What follows belongs to an exercise in optimizing a design on an open flow for small area, a short achievable clock period and few clock cycles per item; a production flow would make more cautious choices. For this run, only the layout was checked, not whether the RTL still works. Power and IR drop assume default switching activity.

$ cat design/flow/config.mk
export PLATFORM = sky130hd
export DESIGN_NAME = exec_unit
export DESIGN_NICKNAME = exec_unit
export VERILOG_FILES = /design/flow/design.v
export SDC_FILE = /design/flow/constraint.sdc
export NUM_CORES = 4
export LEC_CHECK = 0
export CAP_MARGIN = 20
export CORE_MARGIN = 2
export CORE_UTILIZATION = 40
export SLEW_MARGIN = 20
$ cat design/flow/constraint.sdc
create_clock -name core_clock -period 5.0 [get_ports {clk}]
set_input_delay 1.0000 -clock core_clock [delete_from_list [all_inputs] [get_ports {clk}]]
set_output_delay 1.0000 -clock core_clock [all_outputs]
set_load 0.01 [all_outputs]
$ cat design/flow/design.v
package exec_pkg;
    localparam int DATA_W = 32;
    localparam int ADDR_W = 5;
    localparam int NREG   = 32;
    localparam logic [2:0] FN_AND = 3'b000;
    localparam logic [2:0] FN_OR  = 3'b001;
    localparam logic [2:0] FN_ADD = 3'b010;
    localparam logic [2:0] FN_SUB = 3'b110;
    localparam logic [2:0] FN_SLT = 3'b111;
    typedef enum logic [1:0] {
        IDLE,
        EXEC,
        WB
    } state_t;
endpackage
import exec_pkg::*;
module exec_regfile
(
    input  logic              clk,
    input  logic              reset,
    input  logic [ADDR_W-1:0] rs,
    input  logic [ADDR_W-1:0] rt,
    input  logic [ADDR_W-1:0] dbg_addr,
    output logic [DATA_W-1:0] rs_data,
    output logic [DATA_W-1:0] rt_data,
    output logic [DATA_W-1:0] dbg_data,
    input  logic              we,
    input  logic [ADDR_W-1:0] waddr,
    input  logic [DATA_W-1:0] wdata
);
    logic [DATA_W-1:0] mem [NREG];
    always_ff @(posedge clk) begin
        if (reset) begin
            for (int i = 0; i < NREG; i++) begin
                mem[i] <= '0;
            end
        end else if (we && waddr != '0) begin
            mem[waddr] <= wdata;
        end
    end
    assign rs_data  = (rs == '0) ? '0 : mem[rs];
    assign rt_data  = (rt == '0) ? '0 : mem[rt];
    assign dbg_data = (dbg_addr == '0) ? '0 : mem[dbg_addr];
endmodule
import exec_pkg::*;
module exec_unit
(
    input  logic              clk,
    input  logic              reset,
    input  logic              in_valid,
    output logic              in_ready,
    input  logic [2:0]        in_fn,
    input  logic [ADDR_W-1:0] in_rs,
    input  logic [ADDR_W-1:0] in_rt,
    input  logic [ADDR_W-1:0] in_rd,
    output logic              out_valid,
    output logic [ADDR_W-1:0] out_rd,
    output logic [DATA_W-1:0] out_data,
    output logic              out_zero,
    output logic              out_ovf,
    output logic              out_err,
    output logic [DATA_W-1:0] alu_a,
    output logic [DATA_W-1:0] alu_b,
    output logic [2:0]        alu_op,
    input  logic [DATA_W-1:0] alu_result,
    input  logic              alu_set,
    input  logic              alu_zero,
    input  logic              alu_overflow,
    input  logic              dbg_we,
    input  logic [ADDR_W-1:0] dbg_addr,
    input  logic [DATA_W-1:0] dbg_wdata,
    output logic [DATA_W-1:0] dbg_rdata
);
    exec_pkg::state_t  state;
    exec_pkg::state_t  state_nxt;
    logic              accept;
    logic              in_exec;
    logic              dbg_wr;
    logic              locked;
    logic [2:0]        fn_q;
    logic [ADDR_W-1:0] rd_q;
    logic              legal;
    logic              ovf;
    logic              trap_hit;
    logic              wb_we;
    logic [DATA_W-1:0] wb_data;
    logic [DATA_W-1:0] rs_data;
    logic [DATA_W-1:0] rt_data;
    logic              rf_we;
    logic [ADDR_W-1:0] rf_waddr;
    logic [DATA_W-1:0] rf_wdata;
    always_ff @(posedge clk) begin
        if (reset) state <= IDLE;
        else       state <= state_nxt;
    end
    always_comb begin
        state_nxt = state;
        unique case (state)
            IDLE:    if (accept) state_nxt = EXEC;
            EXEC:    state_nxt = WB;
            WB:      state_nxt = IDLE;
            default: state_nxt = IDLE;
        endcase
    end
    always_comb begin
        in_ready = (state == IDLE) && !locked;
        accept   = in_valid && in_ready;
        in_exec  = (state == EXEC);
        dbg_wr   = dbg_we && (state == IDLE);
    end
    assign locked   = 1'b0;
    assign trap_hit = 1'b0;
    always_ff @(posedge clk) begin
        if (reset) begin
            alu_a  <= '0;
            alu_b  <= '0;
            alu_op <= '0;
            fn_q   <= '0;
            rd_q   <= '0;
        end else if (accept) begin
            alu_a  <= rs_data;
            alu_b  <= rt_data;
            alu_op <= (in_fn == FN_SLT) ? FN_SUB : in_fn;
            fn_q   <= in_fn;
            rd_q   <= in_rd;
        end
    end
    always_comb begin
        legal   = (fn_q == FN_AND) || (fn_q == FN_OR) || (fn_q == FN_ADD) ||
                  (fn_q == FN_SUB) || (fn_q == FN_SLT);
        ovf     = alu_overflow && (fn_q == FN_ADD || fn_q == FN_SUB);
        wb_data = '0;
        unique case (1'b1)
            !legal:           wb_data = '0;
            (fn_q == FN_SLT): wb_data = {{(DATA_W-1){1'b0}}, alu_set};
            default:          wb_data = alu_result;
        endcase
        wb_we = in_exec && legal && !trap_hit;
    end
    assign rf_we    = wb_we || dbg_wr;
    assign rf_waddr = wb_we ? rd_q : dbg_addr;
    assign rf_wdata = wb_we ? wb_data : dbg_wdata;
    exec_regfile u_rf (
        .clk      (clk),
        .reset    (reset),
        .rs       (in_rs),
        .rt       (in_rt),
        .dbg_addr (dbg_addr),
        .rs_data  (rs_data),
        .rt_data  (rt_data),
        .dbg_data (dbg_rdata),
        .we       (rf_we),
        .waddr    (rf_waddr),
        .wdata    (rf_wdata)
    );
    always_ff @(posedge clk) begin
        if (reset) begin
            out_valid <= 1'b0;
            out_rd    <= '0;
            out_data  <= '0;
            out_zero  <= 1'b0;
            out_ovf   <= 1'b0;
            out_err   <= 1'b0;
        end else begin
            out_valid <= in_exec;
            if (in_exec) begin
                out_rd   <= rd_q;
                out_data <= wb_data;
                out_zero <= legal && alu_zero;
                out_ovf  <= ovf;
                out_err  <= !legal;
            end
        end
    end
endmodule
$ cat design/flow/run.sh
#!/bin/bash
# synth_recipe.tcl (not shown) runs the flow's synth.tcl, then flattens the netlist and writes it again
# the make line also repeats each setting of config.mk as NAME=value (left out here)
make -C /OpenROAD-flow-scripts/flow DESIGN_CONFIG=/design/flow/config.mk WORK_HOME=/design/flow/orfs CLKGATE_MAP_FILE= SYNTH_SCRIPT=/design/flow/synth_recipe.tcl finish
==> impl_metrics.toml <==
[status]
status = "complete, no violations"

[yosys]
synth_cells = 4732
ys_types = 54
syn_area_mm2 = 0.0688
postSynthAreaPerCell_um2 = 14.5
synthFlopType = "edfxtp_1"
synth_area_leader_cell = "edfxtp_1"
ys_warn_count = 2
synthArstFlopShare = 0
synth_common_cells = "1024 x edfxtp_1, 736 x mux4_2, 552 x nor4_1"
synth_edf_count = 1024
synth.most_common_cell = "edfxtp_1"
yosys-top-cells-area = "edfxtp_1 45%, mux4_2 24%, nor4_1 5.0%"
yosys.area.top_type_share = 0.447
ys_seq_area_frac = 0.481
ys_seq_elements = 1142

[layout]
nNetsFinal = 4770
num-fill-cells = 14958
regArea_mm2 = 0.0331
drive_gt1_frac = 0.361
multiInputGateArea_mm2 = 0.0329
synthToLayoutAreaGrowth_pct = 14.3

[setup_path]
cp_common_cell = "mux4_2"
criticalPathCategory = "in -> out"
cp_max_fo = 36
reg2reg_slack_ns = 1.58
crit_arrival_ns = 3.70
r2r-end = "u_rf.mem[16][27]"
rr_startpoint = "fn_q[1]"
critPathCaptureType = "primary output"
slowest_stage = "clkdlybuf4s50_1"
slowest_delay_ns = 0.59
cp-start-kind = "input port"
cp_cell_sequence = "buf_8 > buf_12 > mux4_2 > mux4_2 > nand2_1 > o21ai_1 > clkdlybuf4s50_1"
r2r_cells = 7
cp.required_ns = 4.00

[detailed_routing]
postRouteAntennaNets = 0
wl_um = 285000
route.vias.total = 52835
drt-initial-drc-count = 8954
drcViolationCount = 0
detail_route.first_pass.iterations = 6
post_drt_wl_per_cell_um = 40.7
vias_per_cell = 7.53

[die]
die_h_um = 419
rows = 152
start_util = 0.402
die_w_um = 419
core_mm2 = 0.171
dieArea_mm2 = 0.175
ios = 235

[run]
max_cap_viol_count = 0

[grt]
antenna_found_initial = 5
first_global_vias = 51673
globalRouteOverflowTotal = 0
grt_first_pass_wirelength_um = 402000
grt.total_usage = 0.322
grt_max_degree = 171

[min_path]
min_path_cells = 2
whs_endpoint = "alu_op[0]"
hold_path_startpoint = "alu_op[0]"
min_path_type = "reg -> reg"

[sta]
skew_ns = 0.0317
drv_slew = 0
setup_viol = 0
rsz0062_at_grt = "no"
worst_slack_ns = 0.297
finalCriticalPeriod_ns = 4.70
fin_crit_sh = 0.941
max_freq_ghz = 0.213
fin_setup_tns_ns = 0
worst_pin_slew_ns = 1.18
finalHoldViolations = 0
max-slew-margin-rel = 0.212

[placement]
portBuffers = 234
place.gp.congestion = 0.866
dp_hpwl_um = 164000
dp_slack_ns = 0.277

[clock_tree]
cts_buffers = 131
post_cts_resized = 0
htreeDepth = 4
cts_hold_buf = 0
clk_path_buf_depth = 3
cts_tree = "built"
cts-root-buf = "clkbuf_16"
path_clk_slew_ns = 0.06
cts_setup_buffers = 0
worstSkewPairLatency_ns = 0.79
clock_sinks = 1142

[power_and_ir_drop]
p_leak_nw = 24.4
peakVddDrop_v = 0.000372
p_per_area_mw_per_mm2 = 326
==> area by class of cell <==
| cell class | count | share of cell area |
|---|---|---|
| flip-flops and latches | 1142 | 0.421 |
| multi-input cells | 2830 | 0.419 |
| repair buffers | 502 | 0.0667 |
| clock buffers | 178 | 0.0479 |
| well taps | 2233 | 0.0355 |
| clock inverters | 59 | 0.00645 |
| inverters | 69 | 0.00333 |
| diodes | 1 | 0.0000318 |
==> kinds of logic (layout without fill, tap and decap cells) <==
group	Yosys count	in the layout	synth area share
AO/OA/AOI/OAI	515	515	0.0565
buffers and inverters	791	808	0.0521
flip-flops	1142	1142	0.481
multiplexers	1058	1058	0.292
other	1	33	0.0000545
AND/OR/NAND/NOR	1225	1225	0.118
==> how the worst max path moves through the flow <==
| stage | startpoint | endpoint | slack (ns) |
|---|---|---|---|
| after floorplan | dbg_addr[0] | u_rf.mem[10][0] | 0.77 |
| after global placement | dbg_addr[0] | dbg_rdata[11] | 0.31 |
| after detailed placement | dbg_addr[0] | dbg_rdata[11] | 0.28 |
| after CTS | dbg_addr[0] | dbg_rdata[11] | 0.27 |
| after global routing | dbg_addr[0] | dbg_rdata[11] | 0.20 |
| final | dbg_addr[0] | dbg_rdata[11] | 0.30 |
==> stage by stage <==
step / hold WS, ns / cell area, µm² / std cells / total power, mW / utilization
4_1_cts: 0.460 / 78600 / 7012 / 25.5 / 0.459
6_report: 0.457 / 78600 / 7014 / 25.6 / 0.459
2_1_floorplan: 0.476 / 68900 / 4763 / 13.9 / -
3_5_place_dp: 0.451 / 74300 / 6775 / 15.8 / 0.434
5_1_grt: 0.481 / 78600 / 7013 / 26.1 / 0.459
3_3_place_gp: 0.442 / 74300 / 6772 / 15.8 / 0.434
==> per-layer routing <==
metal	GRT usage	wire length, µm	vias to the layer above
met1	0.414	99700	27365
met2	0.497	130000	4535
li1	-	-	19971
met3	0.0881	37400	958
met4	0.171	17900	6
met5	0	44	-
==> where the power goes <==
group	leakage (nW)	switching (mW)	internal [mW]
Sequential	11.5	0.374	10.8
Combinational	10.8	2.84	1.74
Clock	2.09	4.14	5.68
Total	24.4	7.36	18.2
==> worst max-delay path, delay by kind of cell <==
family	cells	cell delay, ns
AO/OA/AOI/OAI	1	0.28
buffers and inverters	3	1.26
multiplexers	2	0.98
AND/OR/NAND/NOR	1	0.11
==> sequential cells by signal, indices dropped and copies added (netlist names) <==
register,count
u_rf.mem,1024
alu_a,32
alu_b,32
out_data,32
out_rd,5
rd_q,5
alu_op,3
fn_q,3
state,2
out_err,1
out_ovf,1
out_valid,1
out_zero,1
==> placed cells by master (no fill, tap or decap), types with 8 or more instances in the layout <==
master | synthesis | layout
clkdlybuf4s50_1 | 0 | 219
clkbuf_16 | 0 | 143
bufinv_16 | 0 | 8
nor4_1 | 552 | 552
nor4_2 | 190 | 190
conb_1 | 1 | 32
a221o_1 | 47 | 47
mux2i_1 | 98 | 96
a221oi_1 | 32 | 32
inv_1 | 68 | 68
nor3_1 | 262 | 260
nor2_1 | 46 | 43
o21ai_0 | 50 | 50
o21ai_1 | 32 | 32
clkinv_1 | 0 | 18
o22ai_1 | 32 | 32
buf_4 | 13 | 203
mux2_2 | 224 | 224
a21oi_1 | 34 | 34
a22oi_1 | 78 | 47
clkinv_2 | 0 | 24
a32o_1 | 32 | 32
nand2_1 | 132 | 131
a22oi_2 | 0 | 31
buf_12 | 0 | 65
a22o_1 | 17 | 17
o221ai_1 | 49 | 49
dfxtp_1 | 118 | 118
o211ai_1 | 64 | 64
mux4_2 | 736 | 736
edfxtp_1 | 1024 | 1024
o21bai_4 | 0 | 30
clkbuf_1 | 387 | 29
buf_8 | 0 | 8

## port drivers added, routing unchanged
The flow's constraints put no driver on any port. The routed layout listed below was extracted and timed again, unchanged, in two steps.
Step 1: set_driving_cell puts a clkbuf_16 on clk and a buf_2 on each other input, an assumption about the parent block.
Step 2 moves the port delays by t, midway between the first and last clock arrival at a register: inputs arrive t later, outputs are due t later. That takes back most of the time a late clock gives input paths.
Three values: ideal, step 1, step 2; two values: the first two.
shift t [ns]: 0.859
slack for setup (ns): 0.297 / 0.244 / 0.244
worst setup path after step 2: input to output
pins driven straight from the clock port: 1
After both steps setup and hold are still met in this run. The setup slack of this run moves by -0.053 ns with the drivers and by -0.053 ns with both steps.
